Background: an optimization exercise with open tools, aiming at small area, a short achievable clock period and few clock cycles per item. Do not read the settings as production practice. RTL that was checked went through simulation tests only; none was proved equivalent to the original.

Setup of 02-12:
## qubit_measure
module qubit_measure (
    input  logic               clk,
    input  logic               rst,
    input  logic               in_valid,
    output logic               in_ready,
    input  logic signed [15:0] in_alpha,
    input  logic signed [15:0] in_beta,
    output logic               out_valid,
    input  logic               out_ready,
    output logic               out_bit,
    output logic [15:0]        out_alpha,
    output logic [15:0]        out_beta,
    output logic               out_err
);
    localparam int LAT = 4;           
    localparam int D   = 6;           
    logic        acc, take, push, res_bit, res_err;
    logic [15:0] lfsr_q, lfsr_nx;
    logic [15:0] a_q, b_q;
    logic [4:1] v_q;
    logic [31:0] p0_d, t_d;
    logic [47:0] xa, xb;
    assign lfsr_nx = lfsr_q[0] ? ((lfsr_q >> 1) ^ 16'hB400) : (lfsr_q >> 1);
    always_ff @(posedge clk) begin
        if (rst) lfsr_q <= 16'hACE1;
        else     lfsr_q <= lfsr_nx;
    end
    logic [15:0] rs0;
    assign rs0 = lfsr_q[0] ? ((lfsr_q >> 1) ^ 16'hB400) : (lfsr_q >> 1);
    logic [17:0] rx;
    logic [7:0]  e1_q, e2_q, en_q;
    logic        er15_q;
    assign rx = {1'b0, rs0, 1'b0};
    always_ff @(posedge clk) begin
        for (int k = 0; k < 8; k++) begin
            e1_q[k] <= rx[2*k+1] ^ rx[2*k];
            e2_q[k] <= (rx[2*k+2] & ~rx[2*k+1] & ~rx[2*k]) | (~rx[2*k+2] & rx[2*k+1] & rx[2*k]);
        end
    end
    always_comb begin
        for (int k = 0; k < 8; k++) en_q[k] = lfsr_q[2*k+1];
    end
  ...
Size in the first run: about 2,500 cells after synthesis, about 72 I/O pins, roughly 29,000 um^2 of cells after synthesis.
export LEC_CHECK = 0
export CAP_MARGIN = 20
export CORE_MARGIN = 2
export CORE_UTILIZATION = 40
export CTS_CLUSTER_DIAMETER = 100
export CTS_CLUSTER_SIZE = 20
export PLACE_DENSITY = 0.75
export SLEW_MARGIN = 20
export SYNTH_HIERARCHICAL = 1
export SYNTH_MINIMUM_KEEP_SIZE = 0
create_clock -name core_clock -period 11.0 [get_ports {clk}]
standard.sh (not shown) runs the stock make flow with config.mk's settings and CLKGATE_MAP_FILE= SYNTH_SCRIPT=/design/flow/synth_recipe.tcl, a recipe that flattens the netlist after the stock synthesis.
==> flow/flow/run.sh <==
#!/bin/bash
set -euo pipefail
export SETUP_SLACK_MARGIN=7.6
export POST_SYNTH_TCL="$(pwd)/flow/downsize.tcl"
bash standard.sh > standard.log 2>&1
==> flow/flow/downsize.tcl <==
# Run after synthesis (POST_SYNTH_TCL): set every combinational cell that
# synthesis gave a drive strength above 1 to its drive-1 variant. The timing
# repair later sizes up what the critical paths need. Registers keep their
# cell type and size.
set n 0
foreach inst [get_cells *] {
  set m [get_property $inst ref_name]
  if {[regexp {^(sky130_fd_sc_hd__[a-z0-9]+)_([0-9]+)$} $m -> base sz] && $sz > 1} {
    if {[regexp {df|dl|sdf|edf|conb|clkbuf|clkinv|clkdly|tap|fill|decap} $base]} { continue }
    set cand "${base}_1"
    if {[llength [get_lib_cells -quiet */$cand]] > 0} {
      replace_cell $inst $cand
      incr n
    }
  }
}
puts "downsize: $n cells set to drive strength 1"
02-12: done, clean on timing, DRC and antenna
Testbench counts of 02-12, summed over its fixed seeds: cycles 2,088, items 2,048.
Input changes introduced in 08-09 (baseline for comparison: 02-12):
Settings: removing PLACE_DENSITY (formerly 0.75).
diff --git a/flow/flow/run.sh b/flow/flow/run.sh
--- a/flow/flow/run.sh
+++ b/flow/flow/run.sh
@@ -3 +3 @@
-export SETUP_SLACK_MARGIN=7.6
+export SETUP_SLACK_MARGIN=7.8
- Going from 02-12 to 08-09, fraction of the cycle the final worst path needs held steady; cell area after layout shows an increase of about 4%; overall routed net length saw an increase.
- For gate count after technology mapping, 02-12 and 08-09 come out practically identical.
- 08-09 against 02-12: worst relative slew slack picked up an extra 6.8 points.
- Summary of 08-09 over 02-12: share of the core filled with cells in the final layout +1.8 points.
- 08-09 closes out successfully: all stages finished, all timing, DRC and antenna checks passed.
- Topmost layer with routed signal wires = met5: 02-12; topmost layer with routed signal wires = met4: 08-09

Setup of P:
qubit_measure, a different RTL version from the one above (not shown whole).
Size: ~72 I/O pins, ~28000 µm² of cells after synthesis.
## qubit_measure
module qubit_measure (
    input  logic               clk,
    input  logic               rst,
    input  logic               in_valid,
    output logic               in_ready,
    input  logic signed [15:0] in_alpha,
    input  logic signed [15:0] in_beta,
    output logic               out_valid,
    input  logic               out_ready,
    output logic               out_bit,
    output logic [15:0]        out_alpha,
    output logic [15:0]        out_beta,
    output logic               out_err
);
Settings: LEC_CHECK=0, CAP_MARGIN=20, CORE_MARGIN=2, CORE_UTILIZATION=40, CTS_CLUSTER_SIZE=60, SLEW_MARGIN=20, SYNTH_HIERARCHICAL=1, SYNTH_MINIMUM_KEEP_SIZE=0; clock period 11.0 ns.
==> flow/flow/run.sh <==
#!/bin/bash
# The standard layout (standard.sh) with timing repair aiming for extra
# setup slack, so that the achieved period is short. The clock period and
# constraints stay the design's.
set -euo pipefail
export SETUP_SLACK_MARGIN=7.6
export POST_SYNTH_TCL="$(pwd)/flow/downsize.tcl"
bash standard.sh > standard.log 2>&1
Scripts as last shown in full above: flow/flow/downsize.tcl
P finished every stage and its layout cleared the timing, DRC and antenna checks.
The inputs of Q differ from those of P as listed below.
# P
export LEC_CHECK = 0
export CAP_MARGIN = 20
export CORE_MARGIN = 2
export CORE_UTILIZATION = 40
export CTS_CLUSTER_SIZE = 60
export SLEW_MARGIN = 20
export SYNTH_HIERARCHICAL = 1
export SYNTH_MINIMUM_KEEP_SIZE = 0
create_clock -name core_clock -period 11.0 [get_ports {clk}]
# Q
export LEC_CHECK = 0
export CAP_MARGIN = 20
export CORE_MARGIN = 2
export CORE_UTILIZATION = 40
export SLEW_MARGIN = 20
export SYNTH_HIERARCHICAL = 1
export SYNTH_MINIMUM_KEEP_SIZE = 0
create_clock -name core_clock -period 11.0 [get_ports {clk}]
==> run notes <==
- Per the final summary, Q finished and its layout is clean on timing, DRC and antenna.
- For maximum achievable frequency, P and Q come out practically identical.
- Changes observed in Q relative to P: clock period minus final worst setup slack now sits at about the same level; via count of the first global-routing pass now sits at about the same level.
- Status: wire length parity (Q, P)
No functional check of the RTL was part of any run of this note.

## port drivers added, routing unchanged
How much do the figures lean on ideal ports? The routed layouts below were timed once more, with nothing changed but the port constraints. Step 1: set_driving_cell puts a clkbuf_16 on clk and a buf_2 on each other input, an assumption about the parent block. Step 2 adds t to the input delays and takes it off the output delays; t is the mean of the earliest and latest rising clock arrival at the registers after step 1. Input paths then give back, and output paths get back, about the clock's delay inside the block. Slacks: ideal ports / drivers / drivers and shift; pairs: ideal ports / drivers.
run | t, ns | setup WS [ns] | worst setup path at the end | latest minus earliest clock arrival (ns) | worst register clock-pin slew, ns
02-12 | 0.634 | 7.666 / 7.645 / 7.269 | input to register | 0.025 / 0.026 | 0.09 / 0.09
08-09 | 0.655 | 7.667 / 7.605 / 7.268 | input to register | 0.028 / 0.028 | 0.09 / 0.09
P | 0.631 | 7.428 / 7.428 / 7.247 | input to register | 0.031 / 0.031 | 0.07 / 0.07
Q | 0.631 | 7.427 / 7.427 / 7.247 | input to register | 0.030 / 0.030 | 0.07 / 0.07
After both steps every run listed still meets setup and hold. For 08-09, which loses most, drivers alone change the setup slack by -0.062 ns; drivers and shift together by -0.399 ns.
